Background: an optimization exercise with open tools, aiming at small area. Do not read the settings as production practice. Power and IR drop assume default switching activity.

==> flow/design.v (excerpt) <==
module combined_image_upload_splitter_core (
  input  logic              clk,
  input  logic              rst,
  input  logic              psel,
  input  logic              penable,
  input  logic              pwrite,
  input  logic [2:0]        paddr,
  input  logic [31:0]       pwdata,
  output logic [31:0]       prdata,
  output logic              pready,
  input  logic              byte_valid,
  output logic              byte_ready,
  input  logic [7:0]        data_byte,
  input  logic              first_byte,
  output logic              result_valid,
  input  logic              result_ready,
  output logic [7:0]        data_out,
  output logic [1:0]        destination,
  output logic [31:0]       segment_offset,
  output logic [2:0]        event_res,
  output logic [31:0]       announced_length
);
Size: ~940 cells after synthesis, about 150 flip-flops, roughly 160 I/O pins, roughly 10000 um^2 of cells after synthesis.
==> module cius_step, before the edit <==
module cius_step (
  input  logic [1:0]  phase,
  input  logic [31:0] off,
  input  logic [31:0] lo,
  input  logic [31:0] hi,
  input  logic        mg,
  input  logic [2:0]  ev,
  input  logic [31:0] expected_total,
  input  logic [7:0]  data_byte,
  input  logic        first_byte,
  output logic [1:0]  phase_nxt,
  output logic [31:0] off_nxt,
  output logic [31:0] lo_nxt,
  output logic [31:0] hi_nxt,
  output logic        mg_nxt,
  output logic [2:0]  ev_nxt,
  output logic [1:0]  dest_nxt
);
  logic        too_small;
  logic [1:0]  ph;
  logic        seg_start;
  logic        zero_off;
  logic [31:0] inc;
  logic [31:0] o;
  logic        pos4;
  logic        pos12;
  logic [31:0] fs_len;
  logic [31:0] fw_len;
  logic        fs_last;
  logic        fw_done;
  assign too_small = (expected_total <= 32'(HDR_LEN));
  assign ph        = first_byte ? (too_small ? PH_IDLE : PH_HEADER) : phase;
  assign seg_start = (ev == EV_HEADER_OK) || (ev == EV_FS_DONE);
  assign zero_off  = first_byte || (ph == PH_IDLE) || seg_start;
  always_comb begin
    logic c;
    c = 1'b1;
    for (int i = 0; i < 32; i++) begin
      inc[i] = off[i] ^ c;
      c      = c & off[i];
    end
  end
  assign o         = zero_off ? 32'd0 : inc;
  assign pos4  = !first_byte && (off[3:0] == 4'd3);
  assign pos12 = !first_byte && (off[3:0] == 4'd11);
  assign fs_len = {hi[7:0], lo[31:8]};
  assign fw_len = {data_byte, hi[31:8]};
  localparam logic [33:0] SUM_K = 34'h3_FFFF_FFF2;
  logic [33:0] sx, sy, sz, su, sv;
  logic        sum_ok;
  assign sx = {2'b00, fs_len};
  assign sy = {2'b00, fw_len};
  assign sz = ~{2'b00, expected_total};
  assign su = sx ^ sy ^ sz;
  assign sv = {(sx[32:0] & sy[32:0]) | (sx[32:0] & sz[32:0]) | (sy[32:0] & sz[32:0]), 1'b0};
  always_comb begin
    sum_ok = !(su[0] ^ sv[0] ^ SUM_K[0]);
    for (int i = 1; i < 34; i++)
      sum_ok = sum_ok && ((su[i] ^ sv[i] ^ SUM_K[i])
                          == (SUM_K[i-1] ? (su[i-1] & sv[i-1]) : (su[i-1] | sv[i-1])));
  end
  logic [31:0] dl;
  logic        add2_eq;
  assign dl = off ^ lo;
  always_comb begin
    add2_eq = !dl[0] && dl[1];
    for (int i = 2; i < 32; i++)
      add2_eq = add2_eq && (dl[i] == (dl[i-1] && off[i-1]));
  end
  assign fs_last = seg_start ? (lo == 32'd1) : add2_eq;
  always_comb begin
    logic ge;
    ge = 1'b1;
    for (int i = 0; i < 32; i++)
      ge = (lo[i] && !expected_total[i]) || ((lo[i] == expected_total[i]) && ge);
    fw_done = ge;
  end
  logic [3:0]  k;
  logic [4:0]  lo_lsb;
  logic [31:0] lo_add;
  assign k      = fs_last ? 4'd14 : 4'd1;
  assign lo_lsb = {1'b0, lo[3:0]} + {1'b0, k};
  always_comb begin
    logic c;
    c = lo_lsb[4];
    lo_add[3:0] = lo_lsb[3:0];
    for (int i = 4; i < 32; i++) begin
      lo_add[i] = lo[i] ^ c;
      c         = c & lo[i];
    end
  end
  always_comb begin
    phase_nxt = ph;
    off_nxt   = o;
    lo_nxt    = lo;
    hi_nxt    = hi;
    mg_nxt    = mg;
    ev_nxt    = (first_byte && too_small) ? EV_TOO_SMALL : EV_NONE;
    dest_nxt  = DEST_DISCARD;
    case (ph)
      PH_HEADER: begin
        dest_nxt = DEST_HEADER;
        lo_nxt   = {hi[7:0], lo[31:8]};
        hi_nxt   = {data_byte, hi[31:8]};
        if (pos4) mg_nxt = ({data_byte, hi} == MAGIC_VER);
        if (pos12) begin
          if (!mg) begin
            ev_nxt    = EV_BAD_MAGIC;
            phase_nxt = PH_IDLE;
          end else if (fs_len == 32'd0 || fw_len == 32'd0
                       || !sum_ok) begin
            ev_nxt    = EV_MISMATCH;
            phase_nxt = PH_IDLE;
          end else begin
            ev_nxt    = EV_HEADER_OK;
            phase_nxt = PH_FS;
          end
        end
      end
      PH_FS: begin
        dest_nxt = DEST_FS;
        if (fs_last) begin
          ev_nxt    = EV_FS_DONE;
          phase_nxt = PH_FW;
          lo_nxt    = lo_add;
        end
      end
      PH_FW: begin
        dest_nxt = DEST_FW;
        lo_nxt   = lo_add;
        if (fw_done) begin
          ev_nxt    = EV_DONE;
          phase_nxt = PH_IDLE;
        end
      end
      default: begin
      end
    endcase
  end
endmodule
Settings: LEC_CHECK=0, CAP_MARGIN=20, CORE_MARGIN=2, CORE_UTILIZATION=40, SLEW_MARGIN=20; clock period 6.0 ns.
run.sh (not shown) runs the stock make flow with config.mk's settings and CLKGATE_MAP_FILE= SYNTH_SCRIPT=/design/flow/synth_recipe.tcl, a recipe that flattens the netlist after the stock synthesis.
The starting point completed, yet does not pass: negative setup slack.
Then changed:
--- a/flow/design.v
+++ b/flow/design.v
@@ -77,13 +77,16 @@
   assign zero_off  = first_byte || (ph == PH_IDLE) || seg_start;
   always_comb begin
     logic c;
-    c = 1'b1;
-    for (int i = 0; i < 32; i++) begin
-      inc[i] = off[i] ^ c;
-      c      = c & off[i];
-    end
-  end
-  assign o         = zero_off ? 32'd0 : inc;
+    for (int b = 0; b < 4; b++) begin
+      c = 1'b1;
+      for (int i = 0; i < 8*b; i++) c = c & off[i];
+      for (int i = 8*b; i < 8*b + 8; i++) begin
+        inc[i] = off[i] ^ c;
+        c      = c & off[i];
+      end
+    end
+  end
+  assign o = zero_off ? 32'd0 : inc;
   assign pos4  = !first_byte && (off[3:0] == 4'd3);
   assign pos12 = !first_byte && (off[3:0] == 4'd11);
   assign fs_len = {hi[7:0], lo[31:8]};
@@ -125,11 +128,14 @@
   assign lo_lsb = {1'b0, lo[3:0]} + {1'b0, k};
   always_comb begin
     logic c;
-    c = lo_lsb[4];
     lo_add[3:0] = lo_lsb[3:0];
-    for (int i = 4; i < 32; i++) begin
-      lo_add[i] = lo[i] ^ c;
-      c         = c & lo[i];
+    for (int b = 0; b < 4; b++) begin
+      c = lo_lsb[4];
+      for (int i = 4; i < 4 + 7*b; i++) c = c & lo[i];
+      for (int i = 4 + 7*b; i < 11 + 7*b; i++) begin
+        lo_add[i] = lo[i] ^ c;
+        c         = c & lo[i];
+      end
     end
   end
   always_comb begin
After rerunning:
- The new run ran to the end with violations: negative setup slack
- power falls by 0.63%
- core utilization falls by 0.79 points
- synthesized cell count rises by 3.2%
- cell area falls by 0.79%
- routed wire length rises by 5.1%
- worst setup slack loses 0.12 ns
- clock skew is about the same
- critical path depth rises by 2
- first-iteration DRC count rises by 28%
- hold slack hardly moves
- area after synthesis rises by 1.1%
- fmax falls by 1.6%
- cell count rises by 0.96%
- clock power is about the same
No run of this note included a check of the RTL's function; only the layout flow was run.

==> static timing again, ports no longer ideal <==
The flow's constraints put no driver on any port. The routed layouts listed below were extracted and timed again, unchanged, in two steps. Step 1: set_driving_cell puts a clkbuf_16 on clk and a buf_2 on each other input, an assumption about the parent block. Step 2 moves the port delays by t, midway between the first and last clock arrival at a register: inputs arrive t later, outputs are due t later. That takes back most of the time a late clock gives input paths. Slacks: ideal / step 1 / step 2; pairs: ideal / step 1.
run | t (ns) | setup slack, ns | latest minus earliest clock arrival (ns) | slew at the worst register clock pin (ns) | worst data-port slew with drivers (ns)
the first run | 0.475 | -1.091 / -1.091 / -1.091 | 0.013 / 0.013 | 0.07 / 0.07 | 0.05
the second run | 0.483 | -1.207 / -1.207 / -1.207 | 0.011 / 0.011 | 0.07 / 0.07 | 0.05
